This is an optimization exercise on Yosys and OpenROAD, whose aim is small area, not a production implementation. In this exercise RTL edits were held to simulation tests only and were not proved equivalent to the original. Power is estimated from default activity; no workload was simulated.

## config.mk

```make
export PLATFORM = sky130hd
export DESIGN_NAME = etapa_id_segmentada
export DESIGN_NICKNAME = etapa_id_segmentada
export VERILOG_FILES = /design/flow/design.v
export SDC_FILE = /design/flow/constraint.sdc
export NUM_CORES = 4
export LEC_CHECK = 0
export CAP_MARGIN = 20
export CORE_MARGIN = 2
export CORE_UTILIZATION = 45
export PLACE_DENSITY = 0.6
export SLEW_MARGIN = 20
export SYNTH_HIERARCHICAL = 1
export BUFFER_PORTS_ARGS = -buffer_cell sky130_fd_sc_hd__buf_1
export CTS_ARGS = -sink_clustering_enable -repair_clock_nets -dont_use_dummy_load -sink_clustering_size 24 -sink_clustering_max_diameter 80
```

## constraint.sdc

```tcl
create_clock -name core_clock -period 6.0 [get_ports {clk}]
set_input_delay 1.2000 -clock core_clock [delete_from_list [all_inputs] [get_ports {clk}]]
set_output_delay 1.2000 -clock core_clock [all_outputs]
set_load 0.01 [all_outputs]
```

## design.v

```verilog
module etapa_id_segmentada #(
    parameter int ANCHO_DATO      = 32,
    parameter int NUM_REGS        = 32,
    parameter bit HABILITA_BYPASS = 1'b1
) (
    input  logic                  clk,
    input  logic                  rst,
    input  logic [31:0]           instruccion_if,
    input  logic [31:0]           pc_plus4_if,
    input  logic                  valido_if,
    input  logic                  wb_escribir,
    input  logic [4:0]            wb_rd,
    input  logic [ANCHO_DATO-1:0] wb_dato,
    input  logic                  ex_mem_leer_in,
    input  logic [4:0]            ex_rt_in,
    input  logic                  flush,
    output logic                  stall_if,
    output logic                  salto_id,
    output logic [31:0]           dir_salto,
    output logic                  ex_valido,
    output logic                  ex_reg_escribir,
    output logic                  ex_mem_leer,
    output logic                  ex_mem_escribir,
    output logic                  ex_mem_a_reg,
    output logic                  ex_alu_fuente,
    output logic                  ex_branch,
    output logic [1:0]            ex_alu_op,
    output logic [ANCHO_DATO-1:0] ex_dr1,
    output logic [ANCHO_DATO-1:0] ex_dr2,
    output logic [ANCHO_DATO-1:0] ex_ext,
    output logic [4:0]            ex_rs,
    output logic [4:0]            ex_rt,
    output logic [4:0]            ex_rd_dest,
    output logic [5:0]            ex_funct,
    output logic [31:0]           ex_pc_plus4,
    output logic                  ex_ilegal
);
    localparam logic [5:0] OP_R    = 6'b000000;
    localparam logic [5:0] OP_LW   = 6'b100011;
    localparam logic [5:0] OP_SW   = 6'b101011;
    localparam logic [5:0] OP_BEQ  = 6'b000100;
    localparam logic [5:0] OP_ADDI = 6'b001000;
    localparam logic [5:0] OP_J    = 6'b000010;
    localparam logic [2:0] C_BUB  = 3'd0;
    localparam logic [2:0] C_R    = 3'd1;
    localparam logic [2:0] C_LW   = 3'd2;
    localparam logic [2:0] C_SW   = 3'd3;
    localparam logic [2:0] C_BEQ  = 3'd4;
    localparam logic [2:0] C_ADDI = 3'd5;
    localparam logic [2:0] C_J    = 3'd6;
    localparam logic [2:0] C_ILL  = 3'd7;
    logic [5:0] opcode;
    logic [4:0] rs_f;
    logic [4:0] rt_f;
    assign opcode = instruccion_if[31:26];
    assign rs_f   = instruccion_if[25:21];
    assign rt_f   = instruccion_if[20:16];
    logic lee_rt;
    logic carga_pendiente;
    logic acepta;
    assign lee_rt          = (opcode == OP_R) || (opcode == OP_SW) || (opcode == OP_BEQ);
    assign carga_pendiente = ex_mem_leer_in && (ex_rt_in != 5'd0) &&
                             ((ex_rt_in == rs_f) || ((ex_rt_in == rt_f) && lee_rt));
    assign stall_if        = valido_if && !flush && carga_pendiente;
    assign salto_id        = valido_if && (opcode == OP_J) && !flush && !stall_if && !rst;
    assign dir_salto       = {pc_plus4_if[31:28], instruccion_if[25:0], 2'b00};
    assign acepta = valido_if && !flush && !carga_pendiente && !rst;
    logic [31:0] we;        
    logic [31:0] we_n;
    logic [31:1] valido_r;  
    logic [31:0] q [1:31];
    assign we[0]   = 1'b0;
    assign we_n[0] = 1'b1;
    for (genvar i = 1; i < 32; i++) begin : g_reg
        assign we[i]   = wb_escribir && (wb_rd == 5'(i));
        assign we_n[i] = !(wb_escribir && (wb_rd == 5'(i)));
        always_ff @(posedge clk) begin
            if (rst) valido_r[i] <= 1'b0;
            else if (we[i]) valido_r[i] <= 1'b1;
        end
        logic [31:0] q_sig;
        for (genvar b = 0; b < 32; b++) begin : g_bit
            id_celda_escritura u_c (.a(we[i]), .d(wb_dato[b]), .b(we_n[i]), .q(q[i][b]), .o(q_sig[b]));
        end
        always_ff @(posedge clk) begin
            q[i] <= q_sig;
        end
    end
    logic [31:0] sel1, sel2;
    logic [31:0] dr1, dr2;
    logic [4:0]  rs_q, rt_q;
    always_comb begin
        sel1[0] = 1'b0;
        sel2[0] = 1'b0;
        for (int i = 1; i < 32; i++) begin
            sel1[i] = (rs_q == 5'(i)) && valido_r[i];
            sel2[i] = (rt_q == 5'(i)) && valido_r[i];
        end
    end
    logic [31:0] src [33];
    always_comb begin
        src[0] = '0;
        for (int i = 1; i < 32; i++) src[i] = q[i];
        src[32] = '0;
    end
    logic [31:0] n1 [10];
    logic [31:0] n2 [10];
    for (genvar g = 0; g < 10; g++) begin : g_grp
        for (genvar b = 0; b < 32; b++) begin : g_bit
            id_aoi222 u_a1 (.a0(sel1[3*g+1]), .d0(src[3*g+1][b]), .a1(sel1[3*g+2]), .d1(src[3*g+2][b]),
                            .a2(sel1[3*g+3]), .d2(src[3*g+3][b]), .y(n1[g][b]));
            id_aoi222 u_a2 (.a0(sel2[3*g+1]), .d0(src[3*g+1][b]), .a1(sel2[3*g+2]), .d1(src[3*g+2][b]),
                            .a2(sel2[3*g+3]), .d2(src[3*g+3][b]), .y(n2[g][b]));
        end
    end
    always_comb begin
        dr1 = ~({32{sel1[31]}} & q[31]);
        dr2 = ~({32{sel2[31]}} & q[31]);
        for (int g = 0; g < 10; g++) begin
            dr1 = dr1 & n1[g];
            dr2 = dr2 & n2[g];
        end
        dr1 = ~dr1;
        dr2 = ~dr2;
    end
    logic [2:0] clase;
    always_comb begin
        case (opcode)
            OP_R:    clase = C_R;
            OP_LW:   clase = C_LW;
            OP_SW:   clase = C_SW;
            OP_BEQ:  clase = C_BEQ;
            OP_ADDI: clase = C_ADDI;
            OP_J:    clase = C_J;
            default: clase = C_ILL;
        endcase
    end
    logic [2:0]  clase_q;
    logic [15:0] imm_q;
    logic [31:0] pc_q;
    logic [57:0] campos, campos_d;
    assign campos = {instruccion_if[15:0], rs_f, rt_f, pc_plus4_if};
    for (genvar b = 0; b < 58; b++) begin : g_burbuja
        id_and2 u_b (.a(acepta), .b(campos[b]), .y(campos_d[b]));
    end
    always_ff @(posedge clk) begin
        clase_q <= acepta ? clase : C_BUB;
        {imm_q, rs_q, rt_q, pc_q} <= campos_d;
    end
    always_comb begin
        ex_valido       = 1'b1;
        ex_reg_escribir = 1'b0;
        ex_mem_leer     = 1'b0;
        ex_mem_escribir = 1'b0;
        ex_mem_a_reg    = 1'b0;
        ex_alu_fuente   = 1'b0;
        ex_branch       = 1'b0;
        ex_alu_op       = 2'b00;
        ex_ilegal       = 1'b0;
        ex_rd_dest      = 5'd0;
        case (clase_q)
            C_BUB:  ex_valido = 1'b0;
            C_R: begin
                ex_rd_dest      = imm_q[15:11];
                ex_reg_escribir = 1'b1;
                ex_alu_op       = 2'b10;
            end
            C_LW: begin
                ex_rd_dest      = rt_q;
                ex_reg_escribir = 1'b1;
                ex_mem_leer     = 1'b1;
                ex_mem_a_reg    = 1'b1;
                ex_alu_fuente   = 1'b1;
            end
            C_SW: begin
                ex_mem_escribir = 1'b1;
                ex_alu_fuente   = 1'b1;
            end
            C_BEQ: begin
                ex_branch = 1'b1;
                ex_alu_op = 2'b01;
            end
            C_ADDI: begin
                ex_rd_dest      = rt_q;
                ex_reg_escribir = 1'b1;
                ex_alu_fuente   = 1'b1;
            end
            C_J: ;
            default: ex_ilegal = 1'b1;
        endcase
    end
    assign ex_dr1      = dr1;
    assign ex_dr2      = dr2;
    assign ex_ext      = {{16{imm_q[15]}}, imm_q};
    assign ex_rs       = rs_q;
    assign ex_rt       = rt_q;
    assign ex_funct    = imm_q[5:0];
    assign ex_pc_plus4 = pc_q;
endmodule
module id_celda_escritura (
    input  logic a,
    input  logic d,
    input  logic b,
    input  logic q,
    output logic o
);
    assign o = (a & d) | (b & q);
endmodule
module id_aoi222 (
    input  logic a0, d0,
    input  logic a1, d1,
    input  logic a2, d2,
    output logic y
);
    assign y = ~((a0 & d0) | (a1 & d1) | (a2 & d2));
endmodule
module id_and2 (
    input  logic a,
    input  logic b,
    output logic y
);
    assign y = a & b;
endmodule
```

## flow/run.sh

```bash
#!/bin/bash
set -e
cp standard.sh standard_sh.copy.txt
cat >> "$FLOW_CONFIG" <<'EOC'
export BUFFER_PORTS_ARGS = -buffer_cell sky130_fd_sc_hd__buf_1
export CTS_ARGS = -sink_clustering_enable -repair_clock_nets -dont_use_dummy_load -sink_clustering_size 24 -sink_clustering_max_diameter 80
EOC
bash standard.sh > standard.log 2>&1
```

## standard.sh

```bash
#!/bin/bash
# synth_recipe.tcl (not shown) runs the flow's synth.tcl, then flattens the netlist and writes it again
# the make line also repeats each setting of config.mk as NAME=value (left out here)
make -C /OpenROAD-flow-scripts/flow DESIGN_CONFIG=/design/flow/config.mk WORK_HOME=/design/flow/orfs CLKGATE_MAP_FILE= SYNTH_SCRIPT=/design/flow/synth_recipe.tcl "${@:-finish}"
```

==> results by group <==
STA
  • Fin crit share: 87.3%
  • Worst hold margin: 0.495 ns
  • RSZ-0062 raised after global routing: no
  • Slew Viols, Final: 0
  • Final Hold Viols: 0
  • Setup tns final: 0 ns
  • Crit path time final: between 5 and 6 ns
  • # setup viols final: 0
  • Clock skew: 0 ns
  • Worst slew pin tran: 1.33 ns
  • F_max: around 0.19 GHz
  • Max_slew headroom: between 10% and 20%

Worst setup path
  • WS Path Type: reg2out
  • Crit path max fanout: 17
  • Worst setup EP type: output pin
  • CP required: approximately 4.8 ns
  • Crit path arrival time: 4.04 ns
  • R2R Setup Slk: approximately 5.3 ns
  • Worst Setup Start Kind: flop

Logic synthesis
  • Synth Area in Simple Gates: 6.20%
  • Post-synth top area cell: dfxtp_1
  • Mux share of post-synthesis cell area: less than 1%
  • Main area contributors after synthesis: dfxtp_1 53%, a22o_1 21%, a222oi_1 16%
  • Share of the synthesized area in the top cell type: 52.8%
  • Synthesized cell area: slightly above 40000 um2
  • Post-Synth Adder-Cell Area: 0%
  • Largest family of logic cells by synthesized area: compound AO/OA/AOI/OAI gates
  • Synthesized instance count: ~3.4k
  • XOR/XNOR Fraction of Synth Area: less than 1%
  • Most common cell in the netlist: dfxtp_1
  • Post-synth EDFFs: 0
  • Seq/Total Area, Yosys: 52.8%
  • Post-synth top flop: dfxtp_1
  • Yosys cell types: 41
  • Number of synthesized register bits: approximately 1.1k
  • Commonest cells in the synthesized netlist: 1084 x dfxtp_1, 992 x a22o_1, 640 x a222oi_1, 129 x nand4_1, 106 x nand2_1
  • Yosys warning count: 13
  • Avg Inst Size Synth: 12.1 um2
  • Asr flop ratio synth: 0%
  • Compound-Gate Fraction of Synth Area: approximately two fifths

Clock network
  • Clk latency of the worst-skew pair: roughly 0.67 ns
  • CTS tree: built
  • Clk buf depth: 3
  • CTS root buf: clkbuf_16
  • CTS Buf Count: 53
  • Clock sink count: 1084
  • H-Tree Depth: 2
  • Postcts setup bufs: 0
  • Reg clk slew, reported paths: about 0.10 ns
  • CTS hold repair buffers: 0
  • Post-cts sizing count: 0

Floorplanning
  • Initial core utilization: between 40% and 50%
  • Core Footprint: 90300 um2
  • Height of the die: 306 um
  • # IOs: ~310
  • Die Wd: ~300 um
  • Row Count: 110
  • DIE AREA: around 94000 um2

Detailed routing
  • Final ANT Viol Nets: 0
  • Avg WL per Cell: approximately 40 um
  • Routed via count: just over 40k
  • Vias per std cell: a little over 8
  • DRC viols: 0
  • Final WL: slightly below 200 mm
  • DR iter-0 viols: around 10k
  • Drt first pass iters: 14

Global routing
  • Total GRT Usage: 39.6%
  • Antenna violations before repair: 2
  • Wire length of the first global-routing pass: around 270 mm
  • Total grt overflow: 0
  • Vias in the first global route: roughly 38k
  • Largest net degree at the start of global routing: 59

Layout
  • Area Growth Syn to Fin: 10.9%
  • Layout cells sized above 1: 6.51%
  • Post-route cell area: between 40000 and 50000 um2
  • Fill cells: 8076
  • Nets: around 3.9k

Placed design
  • GP Congestion: around 0.92
  • Buffers on Ports: slightly above 300
  • Placed Area: approximately 44000 um2
  • Hpwl dp: 109 mm

Power and ir drop
  • Power Dens Cells: around 330 nW/um2
  • Maximum vdd drop: between 200 and 250 uV
  • Leak: about 19 nW

Run
  • MaxCap Viol Count: 0

Run status
  • Status: finished clean

Hold path
  • Worst hold path type: reg2reg
cell usage in the layout, fill, tap and decap left out, types with 2 or more instances in the layout:
cell type / Yosys / routed
a2111o_1: 64 / 64
a21oi_1: 30 / 30
a222oi_1: 640 / 640
a22o_1: 992 / 992
a22oi_1: 5 / 5
and2_1: 63 / 63
and3_1: 62 / 24
and3_2: 0 / 33
and3_4: 0 / 5
and3b_1: 3 / 3
and4_1: 2 / 2
and4b_2: 0 / 2
buf_1: 0 / 289
buf_12: 0 / 2
buf_4: 55 / 121
clkbuf_16: 0 / 53
clkbuf_2: 0 / 13
conb_1: 1 / 2
dfxtp_1: 1084 / 1084
inv_1: 31 / 31
nand2_1: 106 / 95
nand2_2: 0 / 11
nand2b_1: 3 / 3
nand4_1: 129 / 129
nor2_1: 51 / 50
nor2b_1: 12 / 12
nor3_1: 9 / 9
nor3b_1: 11 / 11
nor4_1: 2 / 2
o21ai_0: 5 / 5
xnor2_1: 9 / 9
xor2_1: 2 / 2
logic make-up (layout without fill, tap and decap cells):
family / count (synthesis) / after routing
multiplexers: 1 / 1
AO/OA/AOI/OAI: 1740 / 1740
buffers and inverters: 107 / 510
flip-flops: 1084 / 1084
AND/OR/NAND/NOR: 464 / 464
XOR/XNOR: 11 / 11
other: 1 / 3
registers in the layout, indices dropped and copies added (netlist names):
| signal | flops |
|---|---|
| valido_r | 31 |
| pc_q | 32 |
| q | 992 |
| imm_q | 16 |
| clase_q | 3 |
| rt_q | 5 |
| rs_q | 5 |
critical path: stages, from the launching register on:
cell      delay, ns
dfxtp_1        0.62
nor2b_1        0.51
and4_1         0.97
buf_4          0.49
a222oi_1       0.16
nand2_1        0.12
a2111o_1       0.29
buf_1          0.19
report_power, final:
part,internal [W],switching (W),leakage [nW]
sequential,0.00852,0.00108,9.00
combinational,0.000902,0.000558,9.10
clock,0.00158,0.00240,0.653
total,0.0110,0.00404,18.8
area by class of cell:
class                   instances  area [um2]  share of cell area (%)
multi-input cells            2218       18800                    41.3
clock buffers                  53        1330                    2.91
well taps                    1176        1470                    3.23
flip-flops and latches       1084       21700                    47.6
inverters                      31         116                   0.255
repair buffers                426        2130                    4.66
diodes                          1        2.50                 0.00549
routing by layer:
metal | up-vias | track usage [%] | part of all wire (%)
met4 | 2 | 24.7 | 7.2
met2 | 3851 | 56.2 | 40
met1 | 19600 | 52.9 | 37
met3 | 742 | 11.5 | 15
met5 | - | 0 | 0.0087
li1 | 16200 | - | -
path summary, 6_finish.rpt:
check / cells after the start / start / endpoint
setup / recovery: 7 / rt_q[4] / ex_dr2[6]
setup reg to reg: 1 / q[28][7] / q[28][7]
hold reg to reg: 2 / valido_r[17] / valido_r[17]
hold / removal: 2 / valido_r[17] / valido_r[17]
Yosys stat by module, one instance, submodules excluded:
module / flops+latches / times used / cell area (um2)
etapa_id_segmentada: 1084 / 1 / 25600
id_and2: 0 / 58 / 6.26
id_celda_escritura: 0 / 992 / 8.76
id_aoi222: 0 / 640 / 10.0
stage by stage:
stage	cells	power, W	setup WS [ns]	utilization (%)
floorplan	3409	0.0105	2.45	-
global placement	4933	0.0111	1.68	48.9
detailed placement	4934	0.0111	1.63	49.0
CTS	4987	0.0149	0.898	50.4
global route	4988	0.0156	0.703	50.5
finish	4989	0.0150	0.762	50.5

## re-timing with driven ports
In the flow no input, the clock included, has a driving cell. The finished layout below was timed again as built, in two steps. Step 1 (the two cells are an assumption about what drives the block):
set clk [get_ports {clk}]
set_driving_cell -lib_cell sky130_fd_sc_hd__clkbuf_16 $clk
set_driving_cell -lib_cell sky130_fd_sc_hd__buf_2 [delete_from_list [all_inputs] $clk]
Step 2, shift: input delay + t, output delay - t, t = (earliest + latest rising clock arrival at the registers) / 2. This alone moves slack from input paths to output paths. Three values: ideal ports, drivers, drivers and shift; two values: the first two.
t, ns: 0.745
slack for setup (ns): 0.762 / 0.687 / 1.432
worst hold slack (ns): 0.495 / 0.495 / 0.495
slew at the worst register clock pin (ns): 0.10 / 0.10
After both steps setup and hold are still met in this run. For this run, drivers alone change the setup slack by -0.075 ns; drivers and shift together by +0.670 ns.
